What follows belongs to an exercise in optimizing a design on an open flow for small area, a short achievable clock period and few clock cycles per item; a production flow would make more cautious choices. At most, simulation tests tie the RTL to the original design; equivalence was not proved. The RTL of runs 2 and 4 was laid out without a check of its function. Power and IR drop assume default switching activity.

<file path="flow/flow/run.sh">
#!/bin/bash
# Layout flow: the standard flow (standard.sh: unchanged synthesis and
# steps) with these changes to how the layout is made:
#  * ports are buffered with sky130_fd_sc_hd__buf_1 instead of the default
#    pick, a delay buffer (clkdlybuf4s50_1) that is larger and slower;
#    timing repair still resizes them where needed;
#  * clock tree synthesis clusters up to 22 sinks per leaf buffer and adds no
#    dummy loads (fewer, fuller leaf buffers).
# Each tool's output is in orfs/logs/ (ORFS's own logs); what standard.sh
# prints goes to standard.log.
set -euo pipefail
here=$(pwd)
export BUFFER_PORTS_ARGS="-buffer_cell sky130_fd_sc_hd__buf_1"
export CTS_ARGS="-sink_clustering_enable -repair_clock_nets -dont_use_dummy_load -sink_clustering_size 22 -sink_clustering_max_diameter 80"
bash standard.sh SETUP_SLACK_MARGIN=5.9 finish > "$here/standard.log" 2>&1
</file>
<file path="flow/design.v">
`default_nettype none
module conv_accumulator #(
   parameter int IN_W   = 8,
   parameter int ACC_W  = 32,
   parameter int OUT_CH = 16,
   parameter int LEN_W  = 16
) (
   input  wire logic                    clk,
   input  wire logic                    rst,
   input  wire logic                    start,
   input  wire logic [LEN_W-1:0]        len,
   input  wire logic [OUT_CH*ACC_W-1:0] bias,
   input  wire logic [IN_W-1:0]         act_in,
   input  wire logic [OUT_CH*IN_W-1:0]  wgt_in,
   input  wire logic                    in_valid,
   output wire logic                    in_ready,
   output wire logic [OUT_CH*ACC_W-1:0] acc_out,
   output wire logic                    acc_valid,
   output wire logic                    busy,
   output wire logic                    sat_flag
);
   localparam int ND = IN_W / 2;       
   localparam int GRP_CH = 4;
   localparam int NG     = OUT_CH / GRP_CH;
   logic [NG:0]      accum_q;          
   logic [NG:0]      in_ready_q, busy_q;
   logic [LEN_W-1:0] rem_q;            
   logic             acc_valid_q, sat_q;
   logic             last1_q, last2_q, last3_q;    
   logic             slow1_q, slow2_q;             
   logic             near_any;         
   wire [NG:0] accept_g = {(NG+1){start}} & ~busy_q;
   wire [NG:0] take_g   = {(NG+1){in_valid}} & in_ready_q;
   wire accept  = accept_g[0];
   wire take    = take_g[0];
   wire last    = (rem_q == {{(LEN_W-1){1'b0}}, 1'b1});
   wire len_nz  = (len != '0);
   for (genvar g = 0; g <= NG; g++) begin : g_ctl
      wire accum_d = accept_g[g] ? len_nz : (accum_q[g] & ~(take_g[g] & last));
      always_ff @(posedge clk or posedge rst) begin
         if (rst) begin
            accum_q[g]    <= 1'b0;
            in_ready_q[g] <= 1'b0;
            busy_q[g]     <= 1'b0;
         end else begin
            accum_q[g]    <= accum_d;
            in_ready_q[g] <= accum_d & ~(near_any & take_g[g]);
            busy_q[g]     <= accum_d | (take_g[g] & last) | last1_q | (last2_q & slow2_q);
         end
      end
   end
   always_ff @(posedge clk or posedge rst) begin
      if (rst) begin
         acc_valid_q <= 1'b0;
         last1_q     <= 1'b0;
         last2_q     <= 1'b0;
         last3_q     <= 1'b0;
         slow1_q     <= 1'b0;
         slow2_q     <= 1'b0;
      end else begin
         last1_q     <= take & last;
         slow1_q     <= near_any;
         last2_q     <= last1_q;
         slow2_q     <= slow1_q;
         last3_q     <= last2_q & slow2_q;
         acc_valid_q <= (last2_q & ~slow2_q) | last3_q | (accept & ~len_nz);
      end
   end
   always_ff @(posedge clk) begin
      if (!busy_q[0]) rem_q <= len;
      else if (take)  rem_q <= rem_q - 1'b1;
   end
   logic [ND-1:0] one_q [NG], two_q [NG], neg_q [NG];
   logic [OUT_CH*IN_W-1:0] wgt_q;
   for (genvar g = 0; g < NG; g++) begin : g_dig
      logic [ND-1:0] one_d, two_d, neg_d;
      for (genvar j = 0; j < ND; j++) begin : g_rec
         wire b2 = act_in[2*j+1];
         wire b1 = act_in[2*j];
         wire b0 = (j == 0) ? 1'b0 : act_in[(j == 0) ? 0 : 2*j-1];
         assign one_d[j] = take_g[g] & (b1 ^ b0);
         assign two_d[j] = take_g[g] & ((b2 & ~b1 & ~b0) | (~b2 & b1 & b0));
         assign neg_d[j] = take_g[g] & b2 & ~(b1 & b0);
      end
      always_ff @(posedge clk or posedge rst) begin
         if (rst) begin
            one_q[g] <= '0;
            two_q[g] <= '0;
            neg_q[g] <= '0;
         end else begin
            one_q[g] <= one_d;
            two_q[g] <= two_d;
            neg_q[g] <= neg_d;
         end
      end
   end
   always_ff @(posedge clk) wgt_q <= wgt_in;
   logic [OUT_CH*ACC_W-1:0] acc_q;
   logic [OUT_CH-1:0]       ovp_q, ovn_q, near;
   for (genvar c = 0; c < OUT_CH; c++) begin : g_ch
      logic [17:0] ra_d, rb_d, ra_q, rb_q;    
      logic [31:0] acc_d;
      logic        ovp_d, ovn_d;
      cm_tree u_tree (
         .w(wgt_q[c*IN_W +: IN_W]), .one(one_q[c/GRP_CH]), .two(two_q[c/GRP_CH]), .neg(neg_q[c/GRP_CH]),
         .ra(ra_d), .rb(rb_d)
      );
      always_ff @(posedge clk) begin
         ra_q <= ra_d;
         rb_q <= rb_d;
      end
      cm_acc u_acc (
         .acc(acc_q[c*ACC_W +: ACC_W]), .ra(ra_q), .rb(rb_q),
         .bias(bias[c*ACC_W +: ACC_W]), .load(~busy_q[c/GRP_CH]),
         .ovp_q(ovp_q[c]), .ovn_q(ovn_q[c]),
         .acc_d(acc_d), .ovp_d(ovp_d), .ovn_d(ovn_d), .near(near[c])
      );
      always_ff @(posedge clk) begin
         acc_q[c*ACC_W +: ACC_W] <= acc_d;
         ovp_q[c] <= ovp_d;
         ovn_q[c] <= ovn_d;
      end
   end
   assign near_any = |near;
   always_ff @(posedge clk or posedge rst) begin
      if (rst)         sat_q <= 1'b0;
      else if (accept) sat_q <= 1'b0;
      else             sat_q <= sat_q | (|ovp_q) | (|ovn_q);
   end
   assign acc_out   = acc_q;
   assign acc_valid = acc_valid_q;
   assign sat_flag  = sat_q;
   assign in_ready  = in_ready_q[NG];
   assign busy      = busy_q[NG];
endmodule
`default_nettype wire
module cm_tree (
   input  wire logic [7:0]  w,
   input  wire logic [3:0]  one,
   input  wire logic [3:0]  two,
   input  wire logic [3:0]  neg,
   output wire logic [17:0] ra,
   output wire logic [17:0] rb
);
   wire [8:0] m0;
   assign m0[0] = ((one[0] & w[0]) | (two[0] & 1'b0)) ^ neg[0];
   assign m0[1] = ((one[0] & w[1]) | (two[0] & w[0])) ^ neg[0];
   assign m0[2] = ((one[0] & w[2]) | (two[0] & w[1])) ^ neg[0];
   assign m0[3] = ((one[0] & w[3]) | (two[0] & w[2])) ^ neg[0];
   assign m0[4] = ((one[0] & w[4]) | (two[0] & w[3])) ^ neg[0];
   assign m0[5] = ((one[0] & w[5]) | (two[0] & w[4])) ^ neg[0];
   assign m0[6] = ((one[0] & w[6]) | (two[0] & w[5])) ^ neg[0];
   assign m0[7] = ((one[0] & w[7]) | (two[0] & w[6])) ^ neg[0];
   assign m0[8] = ((one[0] & w[7]) | (two[0] & w[7])) ^ neg[0];
   wire [8:0] m1;
   assign m1[0] = ((one[1] & w[0]) | (two[1] & 1'b0)) ^ neg[1];
   assign m1[1] = ((one[1] & w[1]) | (two[1] & w[0])) ^ neg[1];
   assign m1[2] = ((one[1] & w[2]) | (two[1] & w[1])) ^ neg[1];
   assign m1[3] = ((one[1] & w[3]) | (two[1] & w[2])) ^ neg[1];
   assign m1[4] = ((one[1] & w[4]) | (two[1] & w[3])) ^ neg[1];
   assign m1[5] = ((one[1] & w[5]) | (two[1] & w[4])) ^ neg[1];
   assign m1[6] = ((one[1] & w[6]) | (two[1] & w[5])) ^ neg[1];
   assign m1[7] = ((one[1] & w[7]) | (two[1] & w[6])) ^ neg[1];
   assign m1[8] = ((one[1] & w[7]) | (two[1] & w[7])) ^ neg[1];
   wire [8:0] m2;
   assign m2[0] = ((one[2] & w[0]) | (two[2] & 1'b0)) ^ neg[2];
   assign m2[1] = ((one[2] & w[1]) | (two[2] & w[0])) ^ neg[2];
   assign m2[2] = ((one[2] & w[2]) | (two[2] & w[1])) ^ neg[2];
   assign m2[3] = ((one[2] & w[3]) | (two[2] & w[2])) ^ neg[2];
   assign m2[4] = ((one[2] & w[4]) | (two[2] & w[3])) ^ neg[2];
   assign m2[5] = ((one[2] & w[5]) | (two[2] & w[4])) ^ neg[2];
   assign m2[6] = ((one[2] & w[6]) | (two[2] & w[5])) ^ neg[2];
   assign m2[7] = ((one[2] & w[7]) | (two[2] & w[6])) ^ neg[2];
   assign m2[8] = ((one[2] & w[7]) | (two[2] & w[7])) ^ neg[2];
   wire [8:0] m3;
   assign m3[0] = ((one[3] & w[0]) | (two[3] & 1'b0)) ^ neg[3];
   assign m3[1] = ((one[3] & w[1]) | (two[3] & w[0])) ^ neg[3];
   assign m3[2] = ((one[3] & w[2]) | (two[3] & w[1])) ^ neg[3];
   assign m3[3] = ((one[3] & w[3]) | (two[3] & w[2])) ^ neg[3];
   assign m3[4] = ((one[3] & w[4]) | (two[3] & w[3])) ^ neg[3];
   assign m3[5] = ((one[3] & w[5]) | (two[3] & w[4])) ^ neg[3];
   assign m3[6] = ((one[3] & w[6]) | (two[3] & w[5])) ^ neg[3];
   assign m3[7] = ((one[3] & w[7]) | (two[3] & w[6])) ^ neg[3];
   assign m3[8] = ((one[3] & w[7]) | (two[3] & w[7])) ^ neg[3];
   wire m_k1 = m3[2];
   wire m_k2 = m_k1;
   wire m_k3 = m3[5];
   wire m_k4 = m3[7];
   wire m_s5 = m0[6] ^ m1[4];
   wire m_c6 = m0[6] & m1[4];
   wire m_s7 = m0[7] ^ m1[5];
   wire m_c8 = m0[7] & m1[5];
   wire m_s9 = ~m0[8] ^ m1[6];
   wire m_c10 = ~m0[8] & m1[6];
   wire m_s11 = m1[7] ^ m2[5];
   wire m_c12 = m1[7] & m2[5];
   wire m_s13 = ~m1[8] ^ m2[6];
   wire m_c14 = ~m1[8] & m2[6];
   wire m_s15 = m0[4] ^ m1[2];
   wire m_c16 = m0[4] & m1[2];
   wire m_s17 = m0[5] ^ m1[3];
   wire m_c18 = m0[5] & m1[3];
   wire m_s19 = m2[2] ^ m3[0] ^ neg[3];
   wire m_c20 = (m2[2] & m3[0]) | (m2[2] & neg[3]) | (m3[0] & neg[3]);
   wire m_s21 = m2[3] ^ m3[1] ^ m_c6;
   wire m_c22 = (m2[3] & m3[1]) | (m2[3] & m_c6) | (m3[1] & m_c6);
   wire m_s23 = m2[4] ^ ~m_k1 ^ m_c8;
   wire m_c24 = (m2[4] & ~m_k1) | (m2[4] & m_c8) | (~m_k1 & m_c8);
   wire m_s25 = m3[3] ^ ~m_k2 ^ m_c10;
   wire m_c26 = (m3[3] & ~m_k2) | (m3[3] & m_c10) | (~m_k2 & m_c10);
   wire m_s27 = m3[4] ^ m_k2 ^ m_c12;
   wire m_c28 = (m3[4] & m_k2) | (m3[4] & m_c12) | (m_k2 & m_c12);
   wire m_s29 = m2[7] ^ ~m_k3;
   wire m_c30 = m2[7] & ~m_k3;
   wire m_s31 = ~m2[8] ^ m3[6];
   wire m_c32 = ~m2[8] & m3[6];
   wire m_s33 = m0[2] ^ m1[0];
   wire m_c34 = m0[2] & m1[0];
   wire m_s35 = m0[3] ^ m1[1];
   wire m_c36 = m0[3] & m1[1];
   wire m_s37 = m2[0] ^ neg[2] ^ m_s15;
   wire m_c38 = (m2[0] & neg[2]) | (m2[0] & m_s15) | (neg[2] & m_s15);
   wire m_s39 = m2[1] ^ m_c16 ^ m_s17;
   wire m_c40 = (m2[1] & m_c16) | (m2[1] & m_s17) | (m_c16 & m_s17);
   wire m_s41 = m_s5 ^ m_c18 ^ m_s19;
   wire m_c42 = (m_s5 & m_c18) | (m_s5 & m_s19) | (m_c18 & m_s19);
   wire m_s43 = m_s7 ^ m_c20 ^ m_s21;
   wire m_c44 = (m_s7 & m_c20) | (m_s7 & m_s21) | (m_c20 & m_s21);
   wire m_s45 = m_s9 ^ m_c22 ^ m_s23;
   wire m_c46 = (m_s9 & m_c22) | (m_s9 & m_s23) | (m_c22 & m_s23);
   wire m_s47 = m_s11 ^ m_c24 ^ m_s25;
   wire m_c48 = (m_s11 & m_c24) | (m_s11 & m_s25) | (m_c24 & m_s25);
   wire m_s49 = m_s13 ^ m_c26 ^ m_s27;
   wire m_c50 = (m_s13 & m_c26) | (m_s13 & m_s27) | (m_c26 & m_s27);
   wire m_s51 = m_c14 ^ m_c28 ^ m_s29;
   wire m_c52 = (m_c14 & m_c28) | (m_c14 & m_s29) | (m_c28 & m_s29);
   wire m_s53 = m_k3 ^ m_c30 ^ m_s31;
   wire m_c54 = (m_k3 & m_c30) | (m_k3 & m_s31) | (m_c30 & m_s31);
   wire m_s55 = ~m_k4 ^ m_c32;
   wire m_c56 = ~m_k4 & m_c32;
   wire m_s57 = ~m3[8] ^ m_k4;
   wire m_c58 = ~m3[8] & m_k4;
   assign ra = {1'b1, 1'b1, 1'b1, m_c56, m_c54, m_c52, m_c50, m_c48, m_c46, m_c44, m_c42, m_c40, m_c38, m_c36, m_c34, neg[1], m0[1], m0[0]};
   assign rb = {1'b0, 1'b0, m_c58, m_s57, m_s55, m_s53, m_s51, m_s49, m_s47, m_s45, m_s43, m_s41, m_s39, m_s37, m_s35, m_s33, 1'b0, neg[0]};
endmodule
module cm_acc (
   input  wire logic [31:0] acc,
   input  wire logic [17:0] ra,
   input  wire logic [17:0] rb,
   input  wire logic [31:0] bias,
   input  wire logic        load,
   input  wire logic        ovp_q,
   input  wire logic        ovn_q,
   output wire logic [31:0] acc_d,
   output wire logic        ovp_d,
   output wire logic        ovn_d,
   output wire logic        near
);
   wire a_s1 = acc[0] ^ ra[0];
   wire a_c2 = acc[0] & ra[0];
   wire a_s3 = acc[1] ^ ra[1];
   wire a_c4 = acc[1] & ra[1];
   wire a_s5 = acc[2] ^ ra[2] ^ rb[2];
   wire a_c6 = (acc[2] & ra[2]) | (acc[2] & rb[2]) | (ra[2] & rb[2]);
   wire a_s7 = acc[3] ^ ra[3] ^ rb[3];
   wire a_c8 = (acc[3] & ra[3]) | (acc[3] & rb[3]) | (ra[3] & rb[3]);
   wire a_s9 = acc[4] ^ ra[4] ^ rb[4];
   wire a_c10 = (acc[4] & ra[4]) | (acc[4] & rb[4]) | (ra[4] & rb[4]);
   wire a_s11 = acc[5] ^ ra[5] ^ rb[5];
   wire a_c12 = (acc[5] & ra[5]) | (acc[5] & rb[5]) | (ra[5] & rb[5]);
   wire a_s13 = acc[6] ^ ra[6] ^ rb[6];
   wire a_c14 = (acc[6] & ra[6]) | (acc[6] & rb[6]) | (ra[6] & rb[6]);
   wire a_s15 = acc[7] ^ ra[7] ^ rb[7];
   wire a_c16 = (acc[7] & ra[7]) | (acc[7] & rb[7]) | (ra[7] & rb[7]);
   wire a_s17 = acc[8] ^ ra[8] ^ rb[8];
   wire a_c18 = (acc[8] & ra[8]) | (acc[8] & rb[8]) | (ra[8] & rb[8]);
   wire a_s19 = acc[9] ^ ra[9] ^ rb[9];
   wire a_c20 = (acc[9] & ra[9]) | (acc[9] & rb[9]) | (ra[9] & rb[9]);
   wire a_s21 = acc[10] ^ ra[10] ^ rb[10];
   wire a_c22 = (acc[10] & ra[10]) | (acc[10] & rb[10]) | (ra[10] & rb[10]);
   wire a_s23 = acc[11] ^ ra[11] ^ rb[11];
   wire a_c24 = (acc[11] & ra[11]) | (acc[11] & rb[11]) | (ra[11] & rb[11]);
   wire a_s25 = acc[12] ^ ra[12] ^ rb[12];
   wire a_c26 = (acc[12] & ra[12]) | (acc[12] & rb[12]) | (ra[12] & rb[12]);
   wire a_s27 = acc[13] ^ ra[13] ^ rb[13];
   wire a_c28 = (acc[13] & ra[13]) | (acc[13] & rb[13]) | (ra[13] & rb[13]);
   wire a_s29 = acc[14] ^ ra[14] ^ rb[14];
   wire a_c30 = (acc[14] & ra[14]) | (acc[14] & rb[14]) | (ra[14] & rb[14]);
   wire a_s31 = acc[15] ^ 1'b1 ^ rb[15];
   wire a_c32 = (acc[15] & 1'b1) | (acc[15] & rb[15]) | (1'b1 & rb[15]);
   wire a_g33 = rb[0] & a_s1;
   wire a_p34 = rb[0] ^ a_s1;
   wire a_g35 = a_c2 & a_s3;
   wire a_p36 = a_c2 ^ a_s3;
   wire a_g37 = a_c4 & a_s5;
   wire a_p38 = a_c4 ^ a_s5;
   wire a_g39 = a_c6 & a_s7;
   wire a_p40 = a_c6 ^ a_s7;
   wire a_g41 = a_c8 & a_s9;
   wire a_p42 = a_c8 ^ a_s9;
   wire a_g43 = a_c10 & a_s11;
   wire a_p44 = a_c10 ^ a_s11;
   wire a_g45 = a_c12 & a_s13;
   wire a_p46 = a_c12 ^ a_s13;
   wire a_g47 = a_c14 & a_s15;
   wire a_p48 = a_c14 ^ a_s15;
   wire a_g49 = a_c16 & a_s17;
   wire a_p50 = a_c16 ^ a_s17;
   wire a_g51 = a_c18 & a_s19;
   wire a_p52 = a_c18 ^ a_s19;
   wire a_g53 = a_c20 & a_s21;
   wire a_p54 = a_c20 ^ a_s21;
   wire a_g55 = a_c22 & a_s23;
   wire a_p56 = a_c22 ^ a_s23;
   wire a_g57 = a_c24 & a_s25;
   wire a_p58 = a_c24 ^ a_s25;
   wire a_g59 = a_c26 & a_s27;
   wire a_p60 = a_c26 ^ a_s27;
   wire a_g61 = a_c28 & a_s29;
   wire a_p62 = a_c28 ^ a_s29;
   wire a_g63 = a_c30 & a_s31;
   wire a_p64 = a_c30 ^ a_s31;
   wire a_g65 = a_g35 | (a_p36 & a_g33);
   wire a_p66 = a_p36 & a_p34;
   wire a_g67 = a_g39 | (a_p40 & a_g37);
   wire a_p68 = a_p40 & a_p38;
   wire a_g69 = a_g43 | (a_p44 & a_g41);
   wire a_p70 = a_p44 & a_p42;
   wire a_g71 = a_g47 | (a_p48 & a_g45);
   wire a_p72 = a_p48 & a_p46;
   wire a_g73 = a_g51 | (a_p52 & a_g49);
   wire a_p74 = a_p52 & a_p50;
   wire a_g75 = a_g55 | (a_p56 & a_g53);
   wire a_p76 = a_p56 & a_p54;
   wire a_g77 = a_g59 | (a_p60 & a_g57);
   wire a_p78 = a_p60 & a_p58;
   wire a_g79 = a_g63 | (a_p64 & a_g61);
   wire a_p80 = a_p64 & a_p62;
   wire a_g81 = a_g37 | (a_p38 & a_g65);
   wire a_p82 = a_p38 & a_p66;
   wire a_g83 = a_g67 | (a_p68 & a_g65);
   wire a_p84 = a_p68 & a_p66;
   wire a_g85 = a_g45 | (a_p46 & a_g69);
   wire a_p86 = a_p46 & a_p70;
   wire a_g87 = a_g71 | (a_p72 & a_g69);
   wire a_p88 = a_p72 & a_p70;
   wire a_g89 = a_g53 | (a_p54 & a_g73);
   wire a_p90 = a_p54 & a_p74;
   wire a_g91 = a_g75 | (a_p76 & a_g73);
   wire a_p92 = a_p76 & a_p74;
   wire a_g93 = a_g61 | (a_p62 & a_g77);
   wire a_p94 = a_p62 & a_p78;
   wire a_g95 = a_g79 | (a_p80 & a_g77);
   wire a_p96 = a_p80 & a_p78;
   wire a_g97 = a_g41 | (a_p42 & a_g83);
   wire a_p98 = a_p42 & a_p84;
   wire a_g99 = a_g69 | (a_p70 & a_g83);
   wire a_p100 = a_p70 & a_p84;
   wire a_g101 = a_g85 | (a_p86 & a_g83);
   wire a_p102 = a_p86 & a_p84;
   wire a_g103 = a_g87 | (a_p88 & a_g83);
   wire a_p104 = a_p88 & a_p84;
   wire a_g105 = a_g57 | (a_p58 & a_g91);
   wire a_p106 = a_p58 & a_p92;
   wire a_g107 = a_g77 | (a_p78 & a_g91);
   wire a_p108 = a_p78 & a_p92;
   wire a_g109 = a_g93 | (a_p94 & a_g91);
   wire a_p110 = a_p94 & a_p92;
   wire a_g111 = a_g95 | (a_p96 & a_g91);
   wire a_p112 = a_p96 & a_p92;
   wire a_g113 = a_g49 | (a_p50 & a_g103);
   wire a_p114 = a_p50 & a_p104;
   wire a_g115 = a_g73 | (a_p74 & a_g103);
   wire a_p116 = a_p74 & a_p104;
   wire a_g117 = a_g89 | (a_p90 & a_g103);
   wire a_p118 = a_p90 & a_p104;
   wire a_g119 = a_g91 | (a_p92 & a_g103);
   wire a_p120 = a_p92 & a_p104;
   wire a_g121 = a_g105 | (a_p106 & a_g103);
   wire a_p122 = a_p106 & a_p104;
   wire a_g123 = a_g107 | (a_p108 & a_g103);
   wire a_p124 = a_p108 & a_p104;
   wire a_g125 = a_g109 | (a_p110 & a_g103);
   wire a_p126 = a_p110 & a_p104;
   wire a_g127 = a_g111 | (a_p112 & a_g103);
   wire a_p128 = a_p112 & a_p104;
   wire [15:0] t = {a_p64 ^ a_g125, a_p62 ^ a_g123, a_p60 ^ a_g121, a_p58 ^ a_g119, a_p56 ^ a_g117, a_p54 ^ a_g115, a_p52 ^ a_g113, a_p50 ^ a_g103, a_p48 ^ a_g101, a_p46 ^ a_g99, a_p44 ^ a_g97, a_p42 ^ a_g83, a_p40 ^ a_g81, a_p38 ^ a_g65, a_p36 ^ a_g33, a_p34};
   wire cy = a_g127;            
   wire c16 = a_c32;       
   wire [15:0] hi = acc[31:16];
   wire a_all1129 = hi[0] & hi[1];
   wire a_all1130 = a_all1129 & hi[2];
   wire a_all1131 = a_all1130 & hi[3];
   wire a_all1132 = a_all1131 & hi[4];
   wire a_all1133 = a_all1132 & hi[5];
   wire a_all1134 = a_all1133 & hi[6];
   wire a_all1135 = a_all1134 & hi[7];
   wire a_all1136 = a_all1135 & hi[8];
   wire a_all1137 = a_all1136 & hi[9];
   wire a_all1138 = a_all1137 & hi[10];
   wire a_all1139 = a_all1138 & hi[11];
   wire a_all1140 = a_all1139 & hi[12];
   wire a_all1141 = a_all1140 & hi[13];
   wire a_all1142 = a_all1141 & hi[14];
   wire [15:0] all1 = {a_all1142, a_all1141, a_all1140, a_all1139, a_all1138, a_all1137, a_all1136, a_all1135, a_all1134, a_all1133, a_all1132, a_all1131, a_all1130, a_all1129, hi[0], 1'b1};
   wire a_all0143 = ~hi[0] & ~hi[1];
   wire a_all0144 = a_all0143 & ~hi[2];
   wire a_all0145 = a_all0144 & ~hi[3];
   wire a_all0146 = a_all0145 & ~hi[4];
   wire a_all0147 = a_all0146 & ~hi[5];
   wire a_all0148 = a_all0147 & ~hi[6];
   wire a_all0149 = a_all0148 & ~hi[7];
   wire a_all0150 = a_all0149 & ~hi[8];
   wire a_all0151 = a_all0150 & ~hi[9];
   wire a_all0152 = a_all0151 & ~hi[10];
   wire a_all0153 = a_all0152 & ~hi[11];
   wire a_all0154 = a_all0153 & ~hi[12];
   wire a_all0155 = a_all0154 & ~hi[13];
   wire a_all0156 = a_all0155 & ~hi[14];
   wire [15:0] all0 = {a_all0156, a_all0155, a_all0154, a_all0153, a_all0152, a_all0151, a_all0150, a_all0149, a_all0148, a_all0147, a_all0146, a_all0145, a_all0144, a_all0143, ~hi[0], 1'b1};
   wire [15:0] flip1 = c16 ? all1 : 16'd0;     
   wire [15:0] flip0 = c16 ? 16'd0 : all0;     
   wire        at_max = ~hi[15] & all1[15];
   wire        at_min = hi[15] & all0[15];
   assign ovp_d = cy & c16 & at_max;
   assign ovn_d = ~cy & ~c16 & at_min;
   assign near = (~hi[15] & (&hi[14:2])) | (hi[15] & ~(|hi[14:2]));
   wire [31:0] fix  = load ? bias : (ovp_q ? 32'h7fffffff : 32'h80000000);
   wire        keep = ~load & ~ovp_q & ~ovn_q;
   wire [15:0] hi1  = keep ? hi ^ flip1 : fix[31:16];
   wire [15:0] hi0  = keep ? hi ^ flip0 : fix[31:16];
   assign acc_d = {cy ? hi1 : hi0, keep ? t : fix[15:0]};
endmodule
</file>
<file path="flow/config.mk">
export PLATFORM = sky130hd
export DESIGN_NAME = conv_accumulator
export DESIGN_NICKNAME = conv_accumulator
export VERILOG_FILES = /design/flow/design.v
export SDC_FILE = /design/flow/constraint.sdc
export NUM_CORES = 4
export LEC_CHECK = 0
export ABC_AREA = 1
export CAP_MARGIN = 20
export CORE_MARGIN = 2
export CORE_UTILIZATION = 65
export SLEW_MARGIN = 20
export TNS_END_PERCENT = 5
</file>
<file path="flow/constraint.sdc">
create_clock -name core_clock -period 9.0 [get_ports {clk}]
set_input_delay 1.8000 -clock core_clock [delete_from_list [all_inputs] [get_ports {clk}]]
set_output_delay 1.8000 -clock core_clock [all_outputs]
set_load 0.01 [all_outputs]
</file>
<file path="flow/standard.sh">
#!/bin/bash
# synth_recipe.tcl (not shown) runs the flow's synth.tcl, then flattens the netlist and writes it again
# the make line also repeats each setting of config.mk as NAME=value (left out here)
make -C /OpenROAD-flow-scripts/flow DESIGN_CONFIG=/design/flow/config.mk WORK_HOME=/design/flow/orfs CLKGATE_MAP_FILE= SYNTH_SCRIPT=/design/flow/synth_recipe.tcl "${@:-finish}"
</file>
==> summary.txt, run 1 <==
routed via count 74330; CP required 7.20 ns; CTS tree done; CP top delay family flip-flops; Synth Area in Simple Gates 0.1845; post-synth top area cell dfxtp_1; Final Hold Viols 0; P&R area growth vs syn 10.04%; syn nets 11130; mux contribution to synthesized area 0.001750; fin nets 12140; row count 126; DRC violations left 0; worst reg2reg path depth 9; CP Class flop to output pin; first-pass GRT wire length 430.9 mm; Longest Clk Path Bufs 3; fin crit period 3.351 ns; initial antenna violation count 66; Synth area leaders dfxtp_1, fa_1, ha_1; CP cell instances buf_1; Starting Density 0.6548; synthesized area per cell 8.162 µm²; CTS root buf clkbuf_16; Hold-fix buffers, CTS 0; Power Total 39.84 mW; RSZ-0062 raised after global routing yes; Post-Route Setup TNS 0 ns; Yosys top cell area share 0.2924; Die ar. 121600 µm²; Worst R2R Setup Slack 5.77 ns; Synth Area in Adders 0.2051; port bufs 1183; status finished clean; Yosys cell types 55; antenna-violating nets left 0; total CTS buffers 74; FF+latch count, synth 1214; number of flops mapped to enable cells by yosys 16; H-tree depth 3; worst slack at placement 5.054 ns; Fill cells 9328; XOR/XNOR Fraction of Synth Area 0.08394; drt wl/cell 24.42 µm; CP max stage delay 0.46 ns; Seq/Total Area, Yosys 0.3214; DRT iter0 DRCs 8513; MaxCap Viol Count 0; main combinational cell family by area after synthesis adder cells; Die X 348.7 µm; worst vdd ir 0.4426 mV; Mapped Cells 9461; Critical Path AT 1.55 ns; worst setup margin 5.649 ns; total gr overflow 0; CP max stage cell dfxtp_1; PwrDens 468.8 nW/µm²; Crit path depth 1; # setup viols final 0; Max Transition Viols Final 0; FFs w/ async S/R, synth 0.05766; Primary FF master, synth dfxtp_1; layout cell share with drive strength beyond 1 0.03944; GP Congestion 1.075; Placeable Area 117900 µm²; CP Capture Type output pin; routed wire length 294.4 mm; worst hold stages 0; Compound-Gate Fraction of Synth Area 0.1310; Die H 348.7 µm; Bufs and invs on worst path 1; largest net degree at the start of global routing 80; Worst-path clk slew 0.09 ns; Post-Synthesis Cell Area 77220 µm²; post-DP HPWL 231.2 mm; Sequential Area 24840 µm²; fin crit share 0.3723; Worst Skew 0.05961 ns; leakage 40.93 nW; CP Max Fanout 7; worst-skew pair later-pin latency 0.70 ns; GRT Total Usage 0.4678; relative slew slack 0.2605; Worst Tran Pin Value 1.102 ns; vias in the first global route 71580; via/cell ratio 6.165; TritonCTS Sinks 1214; synthesis warning total 7; First-pass DRT Iterations 10; area occupied by multi-input gates 46920 µm²; io pins 1184; CP Launch Type flop; worst min-delay path category flop to flop; FMAX 0.2984 GHz
==> synth_stat cells, types with 13 or more instances <==
library cell and count:
inv_2 67, nor2_4 16, nor3_2 13, nand2_1 1659, nand4_1 115, fa_1 448, xnor2_1 65, nand3b_1 34
o21bai_1 16, edfxtp_1 16, buf_2 46, xor2_1 675, nor4_1 31, buf_1 80, clkbuf_1 148, o211ai_1 64
nor2_2 33, nor3_1 109, nand2_2 14, o22ai_1 449, a21boi_0 14, ha_1 549, nand3_2 20, o21ai_0 388
dfrtp_1 70, a221o_1 48, a21o_1 25, inv_1 1099, buf_4 13, dfxtp_1 1128, a21oi_1 704, nand3_1 627
o21ai_1 22, nor2_1 566
==> path summary, 6_finish.rpt <==
kind	from	to
hold / removal	slow1_q	slow2_q
hold reg to reg	slow1_q	slow2_q
setup / recovery	acc_q[127]	acc_out[127]
min in group asynchronous	rst	two_q[1][1]
setup reg to reg	acc_q[297]	acc_q[309]
max in group asynchronous	rst	neg_q[2][0]
==> routing by layer <==
layer | GRT usage | routed length [µm]
met3 | 0.1560 | 36450
met5 | 0 | 204
met2 | 0.7024 | 125900
met1 | 0.5361 | 101300
met4 | 0.4044 | 30530
==> area by class of cell <==
class                   instances  share of cell area
repair buffers               1224             0.05740
repair inverters                3           0.0002651
flip-flops and latches       1214              0.2923
multi-input cells            6790              0.5522
diodes                         50            0.001473
clock buffers                  74             0.02179
inverters                    1166             0.05189
well taps                    1536             0.02262
==> layout by cell type (no fill, tap or decap), types with 448 or more instances in the layout <==
| cell type | count |
|---|---|
| xor2_1 | 675 |
| buf_1 | 1140 |
| o22ai_1 | 449 |
| nor2_1 | 558 |
| nand2_1 | 1655 |
| fa_1 | 448 |
| dfxtp_1 | 1117 |
| a21oi_1 | 704 |
| inv_1 | 1092 |
| ha_1 | 549 |
| nand3_1 | 626 |
==> power by group <==
part           internal (mW)  switching, mW
Combinational           9.36           16.7
Clock                   1.47           1.90
Sequential              7.83           2.60
==> cells by family after synthesis <==
family | count (synthesis)
adders and majority gates | 997
muxes | 12
and+or+nand+nor | 3266
DFF | 1214
AOI/OAI and AO/OA | 1775
buffers and inverters | 1457
xor gates and xnor gates | 740
==> flip-flops by register name (all words and copies together) (netlist names), 128 cells and up <==
register / count
g_ch.rb_q: 228
wgt_q: 128
g_ch.ra_q: 228
acc_q: 512
==> timing repair <==
item / 4_1_cts / 5_1_grt
endpoints found under the setup margin: 565 / 654
pin swaps: 0 / 1
setup buffers: 1 / 4
gates resized for setup: 38 / 61
gates cloned: 0 / 3
==> stage by stage <==
| step | hold slack (ns) | std cells | cell area [µm²] | util |
|---|---|---|---|---|
| 6_report | 0.3625 | 12060 | 84970 | 0.7205 |
| 5_1_grt | 0.3722 | 12050 | 84950 | 0.7204 |
| 4_1_cts | 0.3616 | 12000 | 84600 | 0.7174 |
| 3_5_place_dp | 0.3412 | 11920 | 82660 | 0.7010 |
| 3_3_place_gp | 0.3332 | 11920 | 82650 | 0.7009 |
| 2_1_floorplan | 0.3312 | 9461 | 77220 | - |
Testbench counts, summed over its fixed seeds: cycles 18,820, beats 17,372.
==> run 2, diff against run 1 <==
--- a/flow/design.v
+++ b/flow/design.v
@@ -424,7 +424,7 @@
    wire        at_min = hi[15] & all0[15];
    assign ovp_d = cy & c16 & at_max;
    assign ovn_d = ~cy & ~c16 & at_min;
-   assign near = (~hi[15] & (&hi[14:2])) | (hi[15] & ~(|hi[14:2]));
+   assign near = hi[15] ^ hi[14];
    wire [31:0] fix  = load ? bias : (ovp_q ? 32'h7fffffff : 32'h80000000);
    wire        keep = ~load & ~ovp_q & ~ovn_q;
    wire [15:0] hi1  = keep ? hi ^ flip1 : fix[31:16];
--- a/flow/config.mk
+++ b/flow/config.mk
@@ -10,4 +10,3 @@
 export CORE_MARGIN = 2
 export CORE_UTILIZATION = 65
 export SLEW_MARGIN = 20
-export TNS_END_PERCENT = 5
==> run 2 against run 1 <==
Against the previous run: core utilization rose by 1.8 points; register-to-register slack better by 0.11 ns; clock skew down 0.020 ns; largest cell class unchanged; clock power decreased by 2%; global-route usage is 1.7 points lower; still clean on timing, DRC and antenna; critical endpoint is now g_ch[15].rb_q[9]; flip-flop and latch count unchanged; worst hold slack worse by 0.0041 ns.
==> summary.txt, run 2 <==
status finished clean; total gr overflow 0; FF+latch count, synth 1214; Critical Path AT 3.74 ns; synthesized area per cell 8.413 µm²; Post-Route Setup TNS 0 ns; Worst R2R End g_ch[15].rb_q[9]; max reg flops 512; CP max stage cell nor2_1; Mapped Cells 9022; post-DP HPWL 219.0 mm; FFs w/ async S/R, synth 0.05766; antenna-violating nets left 0; Final Hold Viols 0; PwrDens 453.4 nW/µm²; r2r startpoint one_q[3][0]; CP Capture Type flop; Yosys cell types 60; Worst R2R Setup Slack 5.88 ns; Synth Area in Adders 0.2087; post-synth top area cell dfxtp_1; MaxCap Viol Count 0; mux contribution to synthesized area 0.001780; met1 GRT Util 0.5337; most frequent cells in the layout nand2_1, inv_1, buf_1; CP Class flop to flop; met2 GRT Util 0.6924; Die X 345.7 µm; worst setup margin 5.882 ns; Hold Path End slow2_q; Bufs and invs on worst path 2; Seq/Total Area, Yosys 0.3269; Final Instance Area 85660 µm²; relative slew slack 0.2141; worst hold stages 0; Die H 345.7 µm; Worst-path clk slew 0.09 ns; DRT iter0 DRCs 7500; Placeable Area 116000 µm²; fin crit period 3.118 ns; Longest Clk Path Bufs 3; grt met3 use 0.1334; largest net degree at the start of global routing 82; initial antenna violation count 92; XOR/XNOR Fraction of Synth Area 0.08539; worst vdd ir 0.3761 mV; worst reg2reg path depth 8; Commonest cells post-synth nand2_1, dfxtp_1, inv_1; # setup viols final 0; Starting Density 0.6541; commonest non-fill, non-tap cell in the layout nand2_1; CTS root buf clkbuf_16; synthesis warning total 7; worst-skew pair later-pin latency 0.70 ns; GRT Total Usage 0.4509; via/cell ratio 6.097; H-tree depth 3; Synth area leaders dfxtp_1, fa_1, ha_1; fin crit share 0.3464; Biggest register acc_q; worst slack at placement 5.302 ns; GP Congestion 1.028; P&R area growth vs syn 12.85%; vias in the first global route 67390; CP max stage delay 0.70 ns; First-pass DRT Iterations 7; number of flops mapped to enable cells by yosys 16; CTS tree done; Synth Area in Simple Gates 0.1687; leakage 41.17 nW; main combinational cell family by area after synthesis adder cells; io pins 1184; Worst Skew 0.03984 ns; min-delay src slow1_q; row count 125; Die ar. 119500 µm²; fin nets 11730; port bufs 1183; CP top delay family adder cells; busiest layer in global routing met2; Power Total 38.84 mW; Max Transition Viols Final 0; RSZ-0062 raised after global routing yes; Primary FF master, synth dfxtp_1; total CTS buffers 71; FMAX 0.3207 GHz; Worst Tran Pin Value 1.179 ns; drt wl/cell 24.02 µm; CP Launch Type flop; CP cell instances nor2_1 > nor2_1 > xor2_1 > ha_1 > inv_1 > fa_1 > inv_1 > fa_1; count leader, synth nand2_1; Area after DPL 81230 µm²; Post-Synthesis Cell Area 75910 µm²; worst min-delay path category flop to flop; Largest regs acc_q x512, g_ch.ra_q x228, g_ch.rb_q x228; TritonCTS Sinks 1214; routed wire length 280.3 mm; Compound-Gate Fraction of Synth Area 0.1355; CP Max Fanout 6; Yosys top cell area share 0.2975; first-pass GRT wire length 410.5 mm; CP required 9.62 ns; routed via count 71150; layout cell share with drive strength beyond 1 0.1148; syn nets 10690; DRC violations left 0
run 2: changes by cell type after synthesis, moves of 14 or more:
cell | before | now
nand3b_1 | 34 | 12
nor2_4 | 16 | 32
clkbuf_1 | 148 | 166
nor2_1 | 566 | 524
nor3_1 | 109 | 80
nand4_2 | 5 | 19
nand3_1 | 627 | 547
o211ai_1 | 64 | 44
inv_1 | 1099 | 1062
nand2_1 | 1659 | 1305
run 2: kinds of logic after synthesis:
group / after synthesis
flip-flops: 1214
adder cells (fa/ha/maj): 997
AO/OA/AOI/OAI: 1797
multiplexers: 12
buffers and inverters: 1444
XOR/XNOR: 740
AND/OR/NAND/NOR: 2818
run 2: layer usage:
metal	up-vias	wire length (µm)
met2	4108	122600
met3	1074	32280
met5	-	248
li1	32200	-
met1	33730	99280
met4	40	25900
run 2: how the worst max path moves through the flow:
stage,from,to,slack [ns],cells after the start
finish,one_q[3][0],g_ch[15].rb_q[9],5.88,8
global route,g_ch[1].ra_q[0],acc_q[40],5.85,13
CTS,sat_q,sat_flag,5.86,1
detailed placement,g_ch[8].ra_q[2],acc_q[272],5.30,13
global placement,len[14],busy_q[2],5.34,7
floorplan,in_valid,rem_q[0],6.02,4
run 2: per-stage QoR:
| stage | hold WS [ns] | utilization | std cells |
|---|---|---|---|
| floorplan | 0.3312 | - | 9022 |
| global placement | 0.3380 | 0.6999 | 11450 |
| detailed placement | 0.3451 | 0.6999 | 11450 |
| CTS | 0.3610 | 0.7263 | 11530 |
| global route | 0.3854 | 0.7377 | 11650 |
| finish | 0.3584 | 0.7381 | 11670 |
run 2: final cells by class:
class / count / area [µm²]
fill: 9196 / 30390
tap: 1524 / 1907
multi-input combinational: 6369 / 45960
sequential: 1214 / 25460
inverter: 1130 / 4293
timing repair buffer: 1279 / 6045
antenna: 81 / 202.7
clock buffer: 71 / 1777
timing repair inverter: 1 / 7.507
run 2: repair_timing:
item | CTS | global route
resized for setup | 705 | 292
buffers inserted | 8 | 52
endpoints found under the setup margin | 667 | 463
hold buffers | 0 | 0
hold endpoints to repair | 0 | 0
gates cloned | 1 | 5
pin swaps | 3 | 20
run 2: power by group:
group | internal (mW) | total, mW | switching (mW) | leakage (nW)
Combinational | 9.59 | 25.1 | 15.5 | 29.7
Sequential | 8.06 | 10.4 | 2.38 | 10.6
Clock | 1.41 | 3.29 | 1.88 | 0.875
==> run 3, diff against run 2 <==
--- a/flow/design.v
+++ b/flow/design.v
@@ -424,7 +424,7 @@
    wire        at_min = hi[15] & all0[15];
    assign ovp_d = cy & c16 & at_max;
    assign ovn_d = ~cy & ~c16 & at_min;
-   assign near = hi[15] ^ hi[14];
+   assign near = (~hi[15] & (&hi[14:2])) | (hi[15] & ~(|hi[14:2]));
    wire [31:0] fix  = load ? bias : (ovp_q ? 32'h7fffffff : 32'h80000000);
    wire        keep = ~load & ~ovp_q & ~ovn_q;
    wire [15:0] hi1  = keep ? hi ^ flip1 : fix[31:16];
--- a/flow/flow/run.sh
+++ b/flow/flow/run.sh
@@ -12,4 +12,4 @@
 here=$(pwd)
 export BUFFER_PORTS_ARGS="-buffer_cell sky130_fd_sc_hd__buf_1"
 export CTS_ARGS="-sink_clustering_enable -repair_clock_nets -dont_use_dummy_load -sink_clustering_size 22 -sink_clustering_max_diameter 80"
-bash standard.sh SETUP_SLACK_MARGIN=5.9 finish > "$here/standard.log" 2>&1
+bash standard.sh SETUP_SLACK_MARGIN=5.95 finish > "$here/standard.log" 2>&1
==> run 3 against run 2 <==
Against the previous run: combinational power up 9.6%; routed wire length up 7.0%; critical path depth down 7; clock power up 2%; clock-buffer cell count up 3; clock skew up 0.012 ns; still clean on timing, DRC and antenna; register-to-register slack better by 0.03 ns; die area up 1.7%; non-clock buffer count up 19; final cell count up 4.0%; power up 7.0%.
==> summary.txt, run 3 <==
status finished clean; FF+latch count, synth 1214; GRT Total Usage 0.4735; count leader, synth nand2_1; First-pass DRT Iterations 9; relative slew slack 0.2677; Seq/Total Area, Yosys 0.3214; number of flops mapped to enable cells by yosys 16; initial antenna violation count 68; port bufs 1183; Fill cells 8837; top routing layer in use met5; met1 WL 101.4 mm; CP Class flop to output pin; CP top delay family flip-flops; Area after DPL 82660 µm²; CP cell instances buf_6; worst min-delay path category flop to flop; CTS tree done; antenna-violating nets left 0; Seq pwr share 0.258; CTS root buf clkbuf_16; synthesis warning total 7; fin nets 12210; worst hold stages 0; vias in the first global route 72710; Die ar. 121600 µm²; RSZ-0062 raised after global routing yes; most frequent cells in the layout nand2_1, inv_1, buf_1; clock share of power 0.081; layout cell share with drive strength beyond 1 0.1283; worst reg2reg path depth 6; Largest regs acc_q x512, g_ch.ra_q x228, g_ch.rb_q x228; Final Instance Area 88020 µm²; Commonest cells post-synth nand2_1, dfxtp_1, inv_1; Met2 Routed Length 128.1 mm; fin crit share 0.3513; FMAX 0.3163 GHz; Crit path depth 1; MaxCap Viol Count 0; Starting Density 0.6548; Primary FF master, synth dfxtp_1; largest net degree at the start of global routing 80; Worst Tran Pin Value 1.098 ns; Bufs and invs on worst path 1; via/cell ratio 6.220; post-DP HPWL 231.2 mm; Hold-fix buffers, CTS 0; Yosys cell types 55; drt wl/cell 24.70 µm; Sequential Area 25880 µm²; Longest Clk Path Bufs 3; combinational share of power 0.661; Die X 348.7 µm; CP Capture Type output pin; NetSw 21.59 mW; routed via count 75500; CP Max Fanout 2; Synth area leaders dfxtp_1, fa_1, ha_1; PwrDens 472.2 nW/µm²; post-layout util 0.7465; CP required 7.20 ns; CP Launch Type flop; total CTS buffers 74; FFs w/ async S/R, synth 0.05766; DRT iter0 DRCs 8910; syn nets 11130; total gr overflow 0; routed wire length 299.8 mm; Die H 348.7 µm; GP Congestion 1.075; Critical Path AT 1.36 ns; io pins 1184; Post-Route Setup TNS 0 ns; commonest non-fill, non-tap cell in the layout nand2_1; worst-skew pair later-pin latency 0.70 ns; Yosys top cell area share 0.2924; Post-Synthesis Cell Area 77220 µm²; DRC violations left 0; leakage 42.84 nW; Met3 Wirelength 37.78 mm; fin crit period 3.162 ns; Worst-path clk slew 0.09 ns; Max Transition Viols Final 0; first-pass GRT wire length 436.5 mm; P&R area growth vs syn 14.00%; Placeable Area 117900 µm²; Final Hold Viols 0; switching part of the total 0.5194; synthesized area per cell 8.162 µm²; TritonCTS Sinks 1214; Worst Skew 0.05174 ns; Internal Power 19.98 mW; CP max stage cell dfrtp_2; row count 126; worst vdd ir 0.4374 mV; # setup viols final 0; max reg flops 512; H-tree depth 3; post-synth top area cell dfxtp_1; CP max stage delay 0.50 ns; area occupied by multi-input gates 47070 µm²; Mapped Cells 9461; Biggest register acc_q
==> run 3: cell types whose count changed after synthesis, moves of 12 or more <==
cell      delta
nand4_2     -14
nand3b_1    +22
nor3_1      +29
nor2_4      -16
nor2_1      +42
clkbuf_1    -18
nor2_2      -13
inv_1       +37
nand2_1    +354
o211ai_1    +20
nand3_1     +80
buf_1       -12
==> run 3: cell families after synthesis <==
family	share of synthesized area
AOI/OAI and AO/OA	0.1310
muxes	0.001750
xor gates and xnor gates	0.08394
and+or+nand+nor	0.1845
DFF	0.3214
buffers and inverters	0.07235
adders and majority gates	0.2051
==> run 3: what timing repair did <==
item | CTS | global route
endpoints found under the setup margin | 682 | 298
gates cloned | 1 | 4
resized for setup | 1295 | 129
buffers inserted | 59 | 18
pin swaps | 1 | 4
==> run 3: through the flow <==
stage	power, mW	hold slack (ns)	instances	setup WS [ns]
2_1_floorplan	27.53	0.3312	9461	6.065
3_3_place_gp	34.03	0.3332	11920	5.140
3_5_place_dp	35.21	0.3412	11920	5.054
4_1_cts	40.04	0.3616	12060	5.844
5_1_grt	44.71	0.3719	12120	5.852
6_report	41.56	0.3669	12140	5.838
==> run 3: layout make-up <==
class	instances	share of cell area
Antenna cell	56	0.001592
Clock buffer	74	0.02104
Inverter	1166	0.05029
Multi-Input combinational cell	6791	0.5347
Sequential cell	1214	0.2941
Tap cell	1536	0.02183
Timing Repair Buffer	1298	0.07626
Timing Repair inverter	3	0.0002274
==> run 3: worst paths after layout <==
kind / startpoint / to / slack (ns)
setup / recovery: in_ready_q[4] / in_ready / 5.84
hold / removal: slow1_q / slow2_q / 0.37
setup reg to reg: one_q[3][2] / g_ch[12].rb_q[10] / 5.91
hold reg to reg: slow1_q / slow2_q / 0.37
max in group asynchronous: rst / neg_q[2][0] / 6.82
min in group asynchronous: rst / two_q[1][1] / 1.49
==> run 3: power groups by stage <==
stage	combinational [mW]	sequential [mW]	clock (mW)
5_1_grt	30.3	10.9	3.53
4_1_cts	26.1	10.6	3.35
3_3_place_gp	23.7	10.3	0
2_1_floorplan	17.5	10.0	0
6_report	27.5	10.7	3.37
3_5_place_dp	24.8	10.4	0
==> run 3: per-layer routing <==
metal  global-route usage  vias up
met1               0.5392    35400
met3               0.1571     1454
met4               0.4198       32
met5                    0        -
met2               0.7109     5053
li1                     -    33570
Testbench counts of run 3, summed over its fixed seeds: cycles 18,820, beats 17,372.
==> run 4, diff against run 3 <==
--- a/flow/design.v
+++ b/flow/design.v
@@ -424,7 +424,7 @@
    wire        at_min = hi[15] & all0[15];
    assign ovp_d = cy & c16 & at_max;
    assign ovn_d = ~cy & ~c16 & at_min;
-   assign near = (~hi[15] & (&hi[14:2])) | (hi[15] & ~(|hi[14:2]));
+   assign near = hi[15] ^ hi[14];
    wire [31:0] fix  = load ? bias : (ovp_q ? 32'h7fffffff : 32'h80000000);
    wire        keep = ~load & ~ovp_q & ~ovn_q;
    wire [15:0] hi1  = keep ? hi ^ flip1 : fix[31:16];
==> flow/flow/run.sh (replaced) <==
#!/bin/bash
# Layout flow: the standard flow (standard.sh: same synthesis script and
# steps) with these changes to how the layout is made:
#  * ports are buffered with sky130_fd_sc_hd__buf_1 instead of the default
#    pick, a delay buffer (clkdlybuf4s50_1) that is larger and slower;
#    timing repair still resizes them where needed;
#  * clock tree synthesis clusters up to 22 sinks per leaf buffer and adds no
#    dummy loads (fewer, fuller leaf buffers);
#  * half-adder cells are added to DONT_USE_CELLS, so synthesis leaves half
#    adders to ABC as plain gates (registers are unchanged).
# Each tool's output is in orfs/logs/ (ORFS's own logs); what standard.sh
# prints goes to standard.log.
set -euo pipefail
here=$(pwd)
export BUFFER_PORTS_ARGS="-buffer_cell sky130_fd_sc_hd__buf_1"
export DONT_USE_CELLS="sky130_fd_sc_hd__ha_1 sky130_fd_sc_hd__ha_2 sky130_fd_sc_hd__ha_4"
export CTS_ARGS="-sink_clustering_enable -repair_clock_nets -dont_use_dummy_load -sink_clustering_size 22 -sink_clustering_max_diameter 80"
bash standard.sh SETUP_SLACK_MARGIN=5.9 finish > "$here/standard.log" 2>&1
==> run 4 against run 3 <==
Against the previous run: still clean; global-route usage shrank 2.3 points; power shrank 6.6%; clock power shrank 2%; core utilization shrank 0.83 points; sequential power is essentially flat; worst hold slack lost 0.0085 ns; clock-buffer cell count shrank 3; first-iteration DRC count shrank 16%; largest cell class unchanged.
==> summary.txt, run 4 <==
Final Instance Area 85660 µm²; io pins 1184; Placeable Area 116000 µm²; routed wire length 280.3 mm; GRT Total Usage 0.4509; leakage 41.17 nW; Longest Clk Path Bufs 3; worst vdd ir 0.3761 mV; Yosys cell types 60; Worst Tran Pin Value 1.179 ns; Worst Skew 0.03984 ns; Die ar. 119500 µm²; P&R area growth vs syn 12.85%; Commonest cells post-synth nand2_1, dfxtp_1, inv_1; Critical Path AT 3.74 ns; RSZ-0062 raised after global routing yes; routed via count 71150; Power Total 38.84 mW; Post-Synthesis Cell Area 75910 µm²; Post-Route Setup TNS 0 ns; CP Launch Type flop; Synth area leaders dfxtp_1, fa_1, ha_1; post-synth top area cell dfxtp_1; # setup viols final 0; First-pass DRT Iterations 7; drt wl/cell 24.02 µm; Die X 345.7 µm; syn nets 10690; Mapped Cells 9022; CTS root buf clkbuf_16; antenna-violating nets left 0; Largest regs acc_q x512, g_ch.ra_q x228, g_ch.rb_q x228; port bufs 1183; FMAX 0.3207 GHz; vias in the first global route 67390; met1 GRT Util 0.5337; CP Max Fanout 6; post-layout util 0.7381; FFs w/ async S/R, synth 0.05766; GP Congestion 1.028; H-tree depth 3; worst-skew pair later-pin latency 0.70 ns; TritonCTS Sinks 1214; count leader, synth nand2_1; total CTS buffers 71; commonest non-fill, non-tap cell in the layout nand2_1; Primary FF master, synth dfxtp_1; grt met3 use 0.1334; Seq/Total Area, Yosys 0.3269; post-DP HPWL 219.0 mm; Worst-path clk slew 0.09 ns; worst setup margin 5.882 ns; relative slew slack 0.2141; fin crit period 3.118 ns; CP Capture Type flop; synthesis warning total 7; worst min-delay path category flop to flop; worst slack at placement 5.302 ns; Yosys top cell area share 0.2975; Final Hold Viols 0; total gr overflow 0; largest net degree at the start of global routing 82; CTS tree done; most frequent cells in the layout nand2_1, inv_1, buf_1; Die H 345.7 µm; DRT iter0 DRCs 7500; FF+latch count, synth 1214; DRC violations left 0; CP required 9.62 ns; Max Transition Viols Final 0; row count 125; max reg flops 512; initial antenna violation count 92; fin nets 11730; CP Class flop to flop; number of flops mapped to enable cells by yosys 16; Starting Density 0.6541; first-pass GRT wire length 410.5 mm; status finished clean; synthesized area per cell 8.413 µm²; fin crit share 0.3464; busiest layer in global routing met2; Biggest register acc_q; via/cell ratio 6.097; Area after DPL 81230 µm²; PwrDens 453.4 nW/µm²; met2 GRT Util 0.6924; layout cell share with drive strength beyond 1 0.1148; MaxCap Viol Count 0
[run 4: critical path, cell delays in order (launching register included)]
cell	delay, ns
dfrtp_1	0.60
nor2_1	0.70
nor2_1	0.12
xor2_1	0.27
ha_1	0.20
inv_1	0.05
fa_1	0.52
inv_1	0.05
fa_1	0.52
[run 4: layout make-up]
type                       instances  area (µm²)
timing repair buffer            1279        6045
sequential                      1214       25460
antenna                           81       202.7
inverter                        1130        4293
tap                             1524        1907
clock buffer                      71        1777
timing repair inverter             1       7.507
fill                            9196       30390
multi-input combinational       6369       45960
[run 4: final timing paths]
check | startpoint | end | slack, ns | depth (start not counted)
worst max-delay path | one_q[3][0] | g_ch[15].rb_q[9] | 5.88 | 8
worst min-delay path | slow1_q | slow2_q | 0.36 | 0
worst max register to register | one_q[3][0] | g_ch[15].rb_q[9] | 5.88 | 8
worst min register to register | slow1_q | slow2_q | 0.36 | 0
max in group asynchronous | rst | neg_q[1][1] | 7.00 | 3
min in group asynchronous | rst | one_q[3][0] | 1.40 | 3
[run 4: logic make-up after synthesis]
| kind of cell | synth area share |
|---|---|
| AO/OA/AOI/OAI | 0.1355 |
| XOR/XNOR | 0.08539 |
| adder cells (fa/ha/maj) | 0.2087 |
| buffers and inverters | 0.07307 |
| flip-flops | 0.3269 |
| multiplexers | 0.001780 |
| AND/OR/NAND/NOR | 0.1687 |
[run 4: layer usage]
metal  wire, µm  vias to the layer above  share of wire
li1           -                    32200              -
met2     122600                     4108           0.44
met5        248                        -        0.00088
met1      99280                    33730           0.35
met4      25900                       40          0.092
met3      32280                     1074           0.12
[run 4: power breakdown]
group          internal [mW]  switching, mW
combinational           9.59           15.5
sequential              8.06           2.38
clock                   1.41           1.88
[run 4: what timing repair did]
action,CTS,global route
hold endpoints to repair,0,0
resized for setup,705,292
setup buffers,8,52
gates cloned,1,5
pin swaps,3,20
hold buffers,0,0
setup endpoints to repair,667,463
[run 4: metrics by stage]
step / instances / hold WS [ns]
global route: 11650 / 0.3854
global placement: 11450 / 0.3380
CTS: 11530 / 0.3610
floorplan: 9022 / 0.3312
detailed placement: 11450 / 0.3451
finish: 11670 / 0.3584
==> run 5, diff against run 4 <==
--- a/flow/design.v
+++ b/flow/design.v
@@ -425,9 +425,7 @@
    assign ovp_d = cy & c16 & at_max;
    assign ovn_d = ~cy & ~c16 & at_min;
    assign near = hi[15] ^ hi[14];
-   wire [31:0] fix  = load ? bias : (ovp_q ? 32'h7fffffff : 32'h80000000);
    wire        keep = ~load & ~ovp_q & ~ovn_q;
-   wire [15:0] hi1  = keep ? hi ^ flip1 : fix[31:16];
-   wire [15:0] hi0  = keep ? hi ^ flip0 : fix[31:16];
-   assign acc_d = {cy ? hi1 : hi0, keep ? t : fix[15:0]};
+   wire [31:0] rail = {~load & ovn_q, {31{~load & ovp_q}}};
+   assign acc_d = ({32{load}} & bias) | rail | ({32{keep}} & {hi ^ (cy ? flip1 : flip0), t});
 endmodule
==> flow/flow/run.sh (replaced) <==
#!/bin/bash
# Layout flow: the standard flow (standard.sh: unchanged synthesis and
# steps) with these changes to how the layout is made:
#  * ports are buffered with sky130_fd_sc_hd__buf_1 instead of the default
#    pick, a delay buffer (clkdlybuf4s50_1) that is larger and slower;
#    timing repair still resizes them where needed;
#  * clock tree synthesis clusters up to 22 sinks per leaf buffer and adds no
#    dummy loads (fewer, fuller leaf buffers).
# Each tool's output is in orfs/logs/ (ORFS's own logs); what standard.sh
# prints goes to standard.log.
set -euo pipefail
here=$(pwd)
export BUFFER_PORTS_ARGS="-buffer_cell sky130_fd_sc_hd__buf_1"
export CTS_ARGS="-sink_clustering_enable -repair_clock_nets -dont_use_dummy_load -sink_clustering_size 22 -sink_clustering_max_diameter 80"
bash standard.sh SETUP_SLACK_MARGIN=5.9 finish > "$here/standard.log" 2>&1
==> run 5 against run 4 <==
Against the previous run: sequential share of layout area about the same; final cell count is 0.17% higher; clock power barely moved; clock-buffer cell count increased by 1; core utilization rose by 0.69 points; clock skew rose by 0.0072 ns; area after synthesis fell by 0.69%; routed wire length increased by 1.3%; non-clock buffer count grew 32; sequential power is essentially flat; critical path depth down 7; register-to-register slack better by 0.04 ns; largest cell class unchanged.
==> summary.txt, run 5 <==
DRC violations left 0; H-tree depth 3; Yosys top cell area share 0.2996; count leader, synth nand2_1; most frequent cells in the layout nand2_1, inv_1, buf_1; leakage 40.59 nW; r2r startpoint busy_q[0]; Critical Path AT 1.32 ns; hold_ws 0.3692 ns; Final Instance Area 85420 µm²; fin nets 11790; CP max stage cell dfrtp_2; routed wire length 284.1 mm; Yosys cell types 59; Commonest cells post-synth nand2_1, dfxtp_1, inv_1; grt met3 use 0.1243; Post-Synthesis Cell Area 75380 µm²; Starting Density 0.6575; largest net degree at the start of global routing 95; XOR/XNOR Fraction of Synth Area 0.08133; io pins 1184; synthesis warning total 7; worst-skew pair later-pin latency 0.70 ns; Hold-fix buffers, CTS 0; routed via count 72000; row count 124; Critical path origin sat_q; CP Launch Type flop; commonest non-fill, non-tap cell in the layout nand2_1; CP cell instances buf_6; CP Max Fanout 2; FMAX 0.3207 GHz; total CTS buffers 72; Compound-Gate Fraction of Synth Area 0.1435; Post-Route Setup TNS 0 ns; Synth area leaders dfxtp_1, fa_1, ha_1; Die X 344.6 µm; Final Hold Viols 0; post-synth top area cell dfxtp_1; post-DP HPWL 216.5 mm; Placeable Area 114700 µm²; Seq/Total Area, Yosys 0.3292; Primary FF master, synth dfxtp_1; first-pass GRT wire length 406.7 mm; Power Total 41.33 mW; busiest layer in global routing met2; CP top delay family flip-flops; min-delay src slow1_q; Longest Clk Path Bufs 3; Fill cells 8878; Worst-path clk slew 0.09 ns; antenna-violating nets left 0; met1 GRT Util 0.5298; Biggest register acc_q; Bufs and invs on worst path 1; relative slew slack 0.1230; Synth Area in Adders 0.2101; drt wl/cell 24.30 µm; PwrDens 483.8 nW/µm²; Max Transition Viols Final 0; GP Congestion 1.029; FFs w/ async S/R, synth 0.05766; Worst Tran Pin Value 1.303 ns; MaxCap Viol Count 0; Synth Area in Simple Gates 0.1609; post-layout util 0.7451; synthesized area per cell 8.329 µm²; DRT iter0 DRCs 7339; worst min-delay path category flop to flop; number of flops mapped to enable cells by yosys 16; CTS root buf clkbuf_16; GRT Total Usage 0.4533; layout cell share with drive strength beyond 1 0.1161; Die ar. 118700 µm²; FF+latch count, synth 1214; total gr overflow 0; TritonCTS Sinks 1214; syn nets 10720; CP Capture Type output pin; CTS tree done; main combinational cell family by area after synthesis adder cells; Die H 344.6 µm; RSZ-0062 raised after global routing yes; First-pass DRT Iterations 8; CP max stage delay 0.49 ns; # setup viols final 0; max reg flops 512; initial antenna violation count 65; status finished clean; Area after DPL 80630 µm²; Largest regs acc_q x512, g_ch.ra_q x228, g_ch.rb_q x228; via/cell ratio 6.160; Worst Skew 0.04701 ns; met2 GRT Util 0.6915; P&R area growth vs syn 13.32%; vias in the first global route 67920; Mapped Cells 9051; worst vdd ir 0.3747 mV; port bufs 1183; fin crit share 0.3464; CP required 7.20 ns; mux contribution to synthesized area 0.001627; CP Class flop to output pin; fin crit period 3.118 ns
[run 5: cell count changes after synthesis, moves of 27 or more]
cell,previous run,this run
a21oi_1,709,664
inv_1,1062,1025
nand3_1,547,466
nor2_1,524,575
nor2_4,32,5
o21ai_0,389,557
o21ai_1,23,95
or2_2,9,52
xnor2_1,67,39
[run 5: per-layer routing]
metal,vias to the layer above,wire (µm)
met2,4564,123800
met1,33890,97320
li1,32290,-
met5,-,207
met3,1220,32890
met4,34,29840
[run 5: path summary, 6_finish.rpt]
kind | endpoint | slack (ns) | depth (start not counted)
hold / removal | slow2_q | 0.37 | 0
hold reg to reg | slow2_q | 0.37 | 0
max in group asynchronous | neg_q[2][0] | 6.98 | 3
setup / recovery | sat_flag | 5.88 | 1
setup reg to reg | rem_q[6] | 5.92 | 6
min in group asynchronous | two_q[1][0] | 1.37 | 3
[run 5: final cells by class]
class                   count  area [µm²]  area share
repair inverters            3       20.02   0.0002343
inverters                1093        4165     0.04876
repair buffers           1311        6055     0.07088
well taps                1512        1892     0.02215
diodes                     52       130.1    0.001523
flip-flops and latches   1214       25430      0.2977
multi-input cells        6432       45930      0.5377
clock buffers              72        1802     0.02109
[run 5: repair_timing]
action	4_1_cts	5_1_grt
buffers inserted	14	76
endpoints found under the hold margin	0	0
endpoints found under the setup margin	644	477
pin swaps	4	38
gates resized for setup	589	379
cloned	5	16
[run 5: logic make-up (layout without fill, tap and decap cells)]
family | count (synthesis) | in the layout
flops | 1214 | 1214
xor+xnor | 700 | 700
compound gates | 1938 | 1939
buf+inv | 1423 | 2479
other cells | 0 | 52
mux | 11 | 11
simple gates | 2768 | 2785
fa+ha+maj | 997 | 997
[run 5: report_power, final]
part / leakage, nW / internal (mW) / switching, mW
sequential: 10.5 / 8.01 / 2.46
combinational: 29.2 / 10.3 / 17.3
clock: 0.888 / 1.43 / 1.88
[run 5: stage by stage]
step | worst slack [ns] | cells
after floorplan | 6.083 | 9051
after global placement | 5.300 | 11450
after detailed placement | 5.224 | 11450
after CTS | 5.870 | 11550
after global routing | 5.806 | 11680
final | 5.882 | 11690
Testbench counts of run 5, summed over its fixed seeds: cycles 18,820, beats 17,372.

## re-timing with driven ports
Ports are ideal in the flow. The routed layouts listed here were re-timed in OpenROAD.
Step 1, drivers: a clkbuf_16 drives clk and a buf_2 each remaining input, both assumed.
Step 2 times the ports against the registers' clock, not the clock port: input delays grow and output delays shrink by t, the midpoint of the rising clock arrivals with the driver on.
a / b / c = ideal / step 1 / step 2; a / b = the first two.
run | t, ns | setup slack, ns | clock arrival spread, ns
run 1 | 0.758 | 5.649 / 5.566 / 5.423 | 0.066 / 0.065
run 2 | 0.765 | 5.882 / 5.794 / 5.434 | 0.052 / 0.052
run 3 | 0.764 | 5.838 / 5.753 / 5.419 | 0.061 / 0.061
run 4 | 0.765 | 5.882 / 5.794 / 5.434 | 0.052 / 0.052
run 5 | 0.763 | 5.882 / 5.797 / 5.348 | 0.060 / 0.060
After both steps setup and hold are still met in every run listed. For run 5, which loses most, drivers alone change the setup slack by -0.085 ns; drivers and shift together by -0.534 ns.
